What follows belongs to an exercise in optimizing a design on an open flow for small area; a production flow would make more cautious choices. The RTL was checked by simulation tests, not by an equivalence proof against the original design. Power and IR drop assume default switching activity.

[design/flow/constraint.sdc]
create_clock -name core_clock -period 10.0 [get_ports {clock}]
set_input_delay 2.0000 -clock core_clock [delete_from_list [all_inputs] [get_ports {clock}]]
set_output_delay 2.0000 -clock core_clock [all_outputs]
set_load 0.01 [all_outputs]
[design/flow/design.v]
module pipe_id_regfwd #(
    parameter int XLEN = 32,
    parameter int RA_W = 5,
    parameter int CW   = 8
) (
    input  logic            clock,
    input  logic            resetn,
    input  logic            i_valid,
    input  logic [XLEN-1:0] i_pc4,
    input  logic [RA_W-1:0] i_rs,
    input  logic [RA_W-1:0] i_rt,
    input  logic [RA_W-1:0] i_wr,
    input  logic [15:0]     i_imm,
    input  logic            i_sext,
    input  logic            i_use_rs,
    input  logic            i_use_rt,
    input  logic            i_wreg,
    input  logic            i_m2reg,
    input  logic [2:0]      i_brmode,
    input  logic [CW-1:0]   i_ctrl,
    input  logic            i_flush,
    input  logic [XLEN-1:0] ealu,
    input  logic            m_wreg,
    input  logic            m_m2reg,
    input  logic [RA_W-1:0] m_rn,
    input  logic [XLEN-1:0] malu,
    input  logic [XLEN-1:0] mmo,
    input  logic            w_wreg,
    input  logic [RA_W-1:0] w_rn,
    input  logic [XLEN-1:0] w_data,
    output logic            o_stall,
    output logic            o_redirect,
    output logic [XLEN-1:0] o_target,
    output logic            x_valid,
    output logic            x_wreg,
    output logic            x_m2reg,
    output logic [RA_W-1:0] x_rn,
    output logic [XLEN-1:0] x_a,
    output logic [XLEN-1:0] x_b,
    output logic [XLEN-1:0] x_imm,
    output logic [CW-1:0]   x_ctrl
);
    localparam int NREG = 2**RA_W;
    localparam logic [2:0] BR_BEQ  = 3'b001;
    localparam logic [2:0] BR_BNE  = 3'b010;
    localparam logic [2:0] BR_BLTZ = 3'b011;
    localparam logic [2:0] BR_BGEZ = 3'b100;
    localparam logic [2:0] BR_JR   = 3'b101;
    function automatic logic [XLEN-1:0] fwd_sel(
        input logic [RA_W-1:0] src,
        input logic [XLEN-1:0] rf_val,
        input logic            ex_ok,
        input logic [RA_W-1:0] ex_rn,
        input logic [XLEN-1:0] ex_alu,
        input logic            mem_wr,
        input logic            mem_ld,
        input logic [RA_W-1:0] mem_rn,
        input logic [XLEN-1:0] mem_alu,
        input logic [XLEN-1:0] mem_ld_data
    );
        if (src == '0)
            fwd_sel = '0;
        else if (ex_ok && (ex_rn == src))
            fwd_sel = ex_alu;
        else if (mem_wr && (mem_rn == src))
            fwd_sel = mem_ld ? mem_ld_data : mem_alu;
        else
            fwd_sel = rf_val;
    endfunction
    logic [XLEN-1:0] rf [NREG];
    logic                   vld_p1;
    logic                   wreg_p1;
    logic                   m2reg_p1;
    logic [RA_W-1:0]        rn_p1;
    logic [XLEN-1:0]        a_p1;
    logic [XLEN-1:0]        b_p1;
    logic [XLEN-1:0]        imm_p1;
    logic [CW-1:0]          ctrl_p1;
    logic [XLEN-1:0]        rs_rf_p0;
    logic [XLEN-1:0]        rt_rf_p0;
    logic signed [XLEN-1:0] a_p0;
    logic signed [XLEN-1:0] b_p0;
    logic [XLEN-1:0]        imm_p0;
    logic [XLEN-1:0]        br_tgt_p0;
    logic                   ex_ok_p0;
    logic                   stall_p0;
    logic                   cond_p0;
    logic                   take_p0;
    logic                   jr_p0;
    logic                   bubble_p0;
    always_comb begin
        rs_rf_p0 = rf[i_rs];
        rt_rf_p0 = rf[i_rt];
        if (w_wreg && (w_rn == i_rs))
            rs_rf_p0 = w_data;
        if (w_wreg && (w_rn == i_rt))
            rt_rf_p0 = w_data;
    end
    assign ex_ok_p0 = vld_p1 & wreg_p1 & ~m2reg_p1;
    always_comb begin
        a_p0 = fwd_sel(i_rs, rs_rf_p0, ex_ok_p0, rn_p1, ealu,
                       m_wreg, m_m2reg, m_rn, malu, mmo);
        b_p0 = fwd_sel(i_rt, rt_rf_p0, ex_ok_p0, rn_p1, ealu,
                       m_wreg, m_m2reg, m_rn, malu, mmo);
    end
    assign stall_p0 = i_valid & vld_p1 & m2reg_p1 & wreg_p1 &
                      (rn_p1 != '0) &
                      ((i_use_rs & (rn_p1 == i_rs)) |
                       (i_use_rt & (rn_p1 == i_rt)));
    assign imm_p0    = {{(XLEN-16){i_sext & i_imm[15]}}, i_imm};
    assign br_tgt_p0 = i_pc4 + (imm_p0 << 2);
    always_comb begin
        cond_p0 = 1'b0;
        jr_p0   = 1'b0;
        case (i_brmode)
            BR_BEQ:  cond_p0 = (a_p0 == b_p0);
            BR_BNE:  cond_p0 = (a_p0 != b_p0);
            BR_BLTZ: cond_p0 = a_p0[XLEN-1];
            BR_BGEZ: cond_p0 = ~a_p0[XLEN-1];
            BR_JR: begin
                cond_p0 = 1'b1;
                jr_p0   = 1'b1;
            end
            default: cond_p0 = 1'b0;
        endcase
    end
    assign take_p0   = cond_p0 & i_valid & ~stall_p0;
    assign bubble_p0 = stall_p0 | i_flush | ~i_valid;
    assign o_stall    = stall_p0;
    assign o_redirect = take_p0;
    assign o_target   = !take_p0 ? i_pc4 :
                            (jr_p0 ? a_p0 : br_tgt_p0);
    always_ff @(posedge clock or negedge resetn) begin
        if (!resetn) begin
            for (int i = 0; i < NREG; i++)
                rf[i] <= '0;
        end else if (w_wreg && (w_rn != '0)) begin
            rf[w_rn] <= w_data;
        end
    end
    always_ff @(posedge clock or negedge resetn) begin
        if (!resetn) begin
            vld_p1   <= 1'b0;
            wreg_p1  <= 1'b0;
            m2reg_p1 <= 1'b0;
            rn_p1    <= '0;
            a_p1     <= '0;
            b_p1     <= '0;
            imm_p1   <= '0;
            ctrl_p1  <= '0;
        end else if (bubble_p0) begin
            vld_p1   <= 1'b0;
            wreg_p1  <= 1'b0;
            m2reg_p1 <= 1'b0;
            rn_p1    <= '0;
            a_p1     <= '0;
            b_p1     <= '0;
            imm_p1   <= '0;
            ctrl_p1  <= '0;
        end else begin
            vld_p1   <= 1'b1;
            wreg_p1  <= i_wreg;
            m2reg_p1 <= i_m2reg;
            rn_p1    <= i_wr;
            a_p1     <= a_p0;
            b_p1     <= b_p0;
            imm_p1   <= imm_p0;
            ctrl_p1  <= i_ctrl;
        end
    end
    assign x_valid = vld_p1;
    assign x_wreg  = wreg_p1;
    assign x_m2reg = m2reg_p1;
    assign x_rn    = rn_p1;
    assign x_a     = a_p1;
    assign x_b     = b_p1;
    assign x_imm   = imm_p1;
    assign x_ctrl  = ctrl_p1;
endmodule
[design/flow/config.mk]
export PLATFORM = sky130hd
export DESIGN_NAME = pipe_id_regfwd
export DESIGN_NICKNAME = pipe_id_regfwd
export VERILOG_FILES = /design/flow/design.v
export SDC_FILE = /design/flow/constraint.sdc
export NUM_CORES = 4
export LEC_CHECK = 0
export CAP_MARGIN = 20
export CORE_MARGIN = 2
export CORE_UTILIZATION = 40
export SETUP_SLACK_MARGIN = 0.5
export SLEW_MARGIN = 20
[design/flow/run.sh]
#!/bin/bash
# synth_recipe.tcl (not shown) runs the flow's synth.tcl, then flattens the netlist and writes it again
# the make line also repeats each setting of config.mk as NAME=value (left out here)
make -C /OpenROAD-flow-scripts/flow DESIGN_CONFIG=/design/flow/config.mk WORK_HOME=/design/flow/orfs CLKGATE_MAP_FILE= SYNTH_SCRIPT=/design/flow/synth_recipe.tcl finish
==> summary.txt <==
==> kinds of logic (layout without fill, tap and decap cells) <==
group / Yosys count / count (layout) / share of synthesized area
buffers and inverters: 591 / 1109 / 0.0413
other: 0 / 20 / 0
adders and majority gates: 30 / 30 / 0.00635
DFF: 1089 / 1089 / 0.452
xor gates and xnor gates: 76 / 76 / 0.0113
and+or+nand+nor: 1650 / 1654 / 0.151
muxes: 1066 / 1066 / 0.200
AOI/OAI and AO/OA: 1114 / 1114 / 0.138
==> area by class of cell <==
type	count	share of cell area
Multi-Input combinational cell	3940	0.427
Timing Repair Buffer	860	0.109
Sequential cell	1089	0.370
Inverter	25	0.00128
Tap cell	2016	0.0343
Clock buffer	169	0.0471
Antenna cell	20	0.000680
Clock inverter	55	0.0101
==> timing repair <==
| action | in CTS | in global routing |
|---|---|---|
| resized for setup | 67 | 50 |
| endpoints found under the hold margin | 0 | 0 |
| cloned | 4 | 2 |
| pin swaps | 18 | 13 |
| setup endpoints to repair | 31 | 31 |
| buffers inserted | 10 | 25 |
==> report_power, final <==
group          switching, uW  internal (uW)  leakage (uW)  total [uW]
clock network           2050           2730       0.00204        4790
logic                   1470           1220        0.0168        2680
registers                905           5220        0.0140        6120
total                   4420           9170        0.0328       13600
==> metrics by stage <==
stage / hold slack, ns / setup TNS (ns)
after floorplan: 0.485 / 0
after global placement: 0.503 / -8.34
after detailed placement: 0.508 / -5.67
after CTS: 0.523 / 0
after global routing: 0.541 / 0
final: 0.530 / 0
==> worst max path at each step <==
stage | from | endpoint | slack, ns | cells past startpoint
after CTS | i_rt[0] | o_target[3] | 0.50 | 21
after global routing | i_rt[0] | o_target[30] | 0.31 | 21
after detailed placement | i_rs[0] | o_target[3] | -0.43 | 20
after global placement | i_rs[1] | o_target[3] | -0.51 | 20
after floorplan | i_rt[0] | o_target[25] | 2.13 | 17
final | i_rt[2] | o_target[17] | 0.27 | 21
==> sequential cells by signal (all words and copies together), names as in the netlist, 5 cells and up <==
register,flops
a_p1,32
rf,992
b_p1,32
rn_p1,5
ctrl_p1,8
imm_p1,17
==> cells in the final DEF (no fill, tap or decap), drive strengths merged, types with 14 or more instances in the layout <==
| cell | synthesis | layout |
|---|---|---|
| a2111oi | 95 | 95 |
| a211oi | 24 | 24 |
| a21o | 19 | 19 |
| a21oi | 129 | 129 |
| a221oi | 89 | 89 |
| a22o | 67 | 67 |
| a22oi | 352 | 352 |
| a31oi | 33 | 33 |
| a32oi | 14 | 14 |
| and2 | 53 | 55 |
| and3 | 343 | 343 |
| buf | 146 | 503 |
| clkbuf | 420 | 170 |
| clkdlybuf4s50 | 0 | 332 |
| clkinv | 0 | 27 |
| dfrtp | 1089 | 1089 |
| diode | 0 | 20 |
| dlymetal6s2s | 0 | 23 |
| ha | 29 | 29 |
| inv | 25 | 33 |
| mux2 | 1027 | 1027 |
| mux2i | 39 | 39 |
| nand2 | 162 | 162 |
| nand2b | 25 | 25 |
| nand3 | 406 | 406 |
| nand3b | 27 | 27 |
| nand4 | 185 | 185 |
| nor2 | 231 | 231 |
| nor2b | 12 | 14 |
| nor3 | 39 | 39 |
| nor3b | 16 | 16 |
| nor4 | 56 | 56 |
| o21ai | 113 | 113 |
| o22ai | 21 | 21 |
| o31ai | 14 | 14 |
| or2 | 14 | 14 |
| or4 | 19 | 19 |
| xnor2 | 51 | 51 |
| xor2 | 25 | 25 |
==> synthesized netlist by cell type (24+ instances only) <==
cell type  number  area share
and3_1        342       0.035
xnor2_1        49      0.0071
inv_1          24      0.0015
a31oi_1        33      0.0034
ha_1           29      0.0060
nand2b_1       25      0.0026
mux2i_1        39      0.0065
nor3_1         36      0.0030
a211oi_1       24      0.0030
dfrtp_1      1089        0.45
and2_1         53      0.0055
nand3_1       405       0.034
a2111oi_0      89       0.013
buf_1          67      0.0042
mux2_4         26      0.0065
o21ai_0       110      0.0091
buf_2          36      0.0030
mux2_2       1001        0.19
nand4_1       185       0.019
xor2_1         25      0.0036
a22oi_1       352       0.044
a21oi_1       128       0.011
a221oi_1       89       0.013
clkbuf_1      418       0.026
nor4_1         56      0.0058
buf_4          26      0.0032
nand2_1       161       0.010
nand3b_1       25      0.0031
nor2_1        222       0.014
a22o_1         67      0.0097
==> critical path, delay by kind of cell <==
family	cells	cell delay [ns]
buffers and inverters	8	1.93
muxes	2	0.47
AOI/OAI and AO/OA	5	1.66
and+or+nand+nor	6	1.60
==> metal layers <==
metal,up-vias,share of wire
li1,22300,-
met1,29800,0.35
met2,5520,0.40
met3,1691,0.15
met4,18,0.094
met5,-,0.00090
==> results.json <==
{
  "seq_area_sq_mm": 0.0273,
  "hold_path_class": "register to register",
  "clk_latency_ns": 0.82,
  "crit_top_cell": "buf_4",
  "start_util": 0.403,
  "tightest_slew_ns": 1.29,
  "area_growth_syn_to_layout_pct": 22.0,
  "hold_viol": 0,
  "met1_usage": 0.551,
  "die-area_sq_mm": 0.154,
  "grt_max_degree": 160,
  "vdd_drop_max_mv": 0.146,
  "vias": 59300,
  "syn_area_sq_mm": 0.0603,
  "drtAntennaViolNets": 0,
  "drt-total-wl_um": 363000,
  "syn_avg_cell_area_sq_um": 10.7,
  "drive_above_1_share": 0.317,
  "drt-wirelength-per-cell_um": 44.4,
  "die_w_um": 392,
  "synth_edf_count": 0,
  "post-route-period-util": 0.973,
  "reg2reg_depth": 12,
  "pin_count": 370,
  "port_buffers": 369,
  "critPathArrivalTime_ns": 7.73,
  "power_leakage_uw": 0.0328,
  "reg2reg_slack_ns": 6.03,
  "slowest_stage": "or4_1",
  "clockRootBuffer": "clkbuf_16",
  "hp-start": "rf[14][20]",
  "htreeDepth": 3,
  "core-area_sq_mm": 0.150,
  "dp_hpwl_um": 242000,
  "cts_tree": "built",
  "grt_pass1_wl_um": 484000,
  "grt_use_met3": 0.200,
  "drtIter0Drc": 10500,
  "clock_path_buffers": 3,
  "fin_util": 0.491,
  "relSlewSlack": 0.135,
  "fmax_ghz": 0.103,
  "num-fill-cells": 13700,
  "setup_viol": 0,
  "gp_congestion": 1.06,
  "synth_warnings": 2,
  "place_ws_ns": -0.431,
  "cp_max_fo": 18,
  "cp_slowest_stage_delay_ns": 0.71,
  "hold_end": "rf[14][20]",
  "dp_cells": 7888,
  "startpoint_type": "input port",
  "power_density_mw_per_mm2": 185,
  "maxCapViolCount": 0,
  "die_h_um": 392,
  "final_cell_area_sq_mm": 0.0736,
  "fp-row-count": 142,
  "ctsHoldBuffers": 0,
  "synth_cell_types": 101,
  "grt_util_met2": 0.645,
  "setup_slack_ns": 0.271,
  "async_flop_share": 1.00,
  "cp_cell_sequence": "buf_6 -> buf_4 -> buf_4 -> nor3_4 -> buf_4 -> buf_4 -> and3_1 -> a2111oi_0 -> nand3_1 -> or4_1 -> a31oi_2 -> nand4_1 -> o32ai_1 -> a31oi_1 -> nor3b_1 -> mux2i_2 -> a21oi_4 -> buf_4 -> buf_12 -> mux2_4 -> clkdlybuf4s50_1",
  "period_minus_slack_ns": 9.73,
  "rsz0062_at_grt": "true",
  "cts_buffers": 121,
  "dpl_cell_area_sq_mm": 0.0685,
  "remaining_drc_errors": 0,
  "worstSetupPathType": "input port to output port",
  "multi_input_area_sq_mm": 0.0314,
  "clock-sinks": 1089,
  "antenna_found_initial": 38,
  "worstPathRequired_ns": 8.00,
  "grt_util_all_layers": 0.458,
  "final_nets": 6291,
  "fin_total_pwr_uw": 13600,
  "final_cells": 8174,
  "yosysSeqAreaShare": 0.452,
  "r2r_start": "rn_p1[2]",
  "grt-busiest-layer": "met2",
  "avgViaCountPerCell": 7.26,
  "synth_flop_cell": "dfrtp_1",
  "rr_endpoint": "b_p1[0]",
  "grt_pass1_vias": 55800,
  "clock_skew_ns": 0.0502,
  "hold_path_depth": 1,
  "crit_path_end_kind": "output port",
  "ys_ff_latch": 1089,
  "finalMaxSlewViolations": 0,
  "clk_pin_slew_worst_paths_ns": 0.07,
  "outcome": "finished clean",
  "drt_pre_antenna_iters": 10,
  "synth_nets": 5870,
  "global_route.overflow_total": 0,
  "syn_inst": 5616
}

==> afterwards: timing with drivers on the ports <==
How much do the figures lean on ideal ports? The routed layout below was timed once more, with nothing changed but the port constraints.
Step 1: set_driving_cell puts a clkbuf_16 on clock and a buf_2 on each other input, an assumption about the parent block.
Step 2 adds t to the input delays and takes it off the output delays; t is the mean of the earliest and latest rising clock arrival at the registers after step 1. Input paths then give back, and output paths get back, about the clock's delay inside the block.
Slacks: ideal ports / drivers / drivers and shift; pairs: ideal ports / drivers.
t (ns): 0.895
setup slack, ns: 0.271 / 0.216 / 0.216
hold slack, ns: 0.530 / 0.530 / 0.530
worst setup path at the end: input to output
clock arrival spread, ns: 0.057 / 0.057
After both steps setup and hold are still met in this run. For this run, drivers alone change the setup slack by -0.055 ns; drivers and shift together by -0.055 ns.
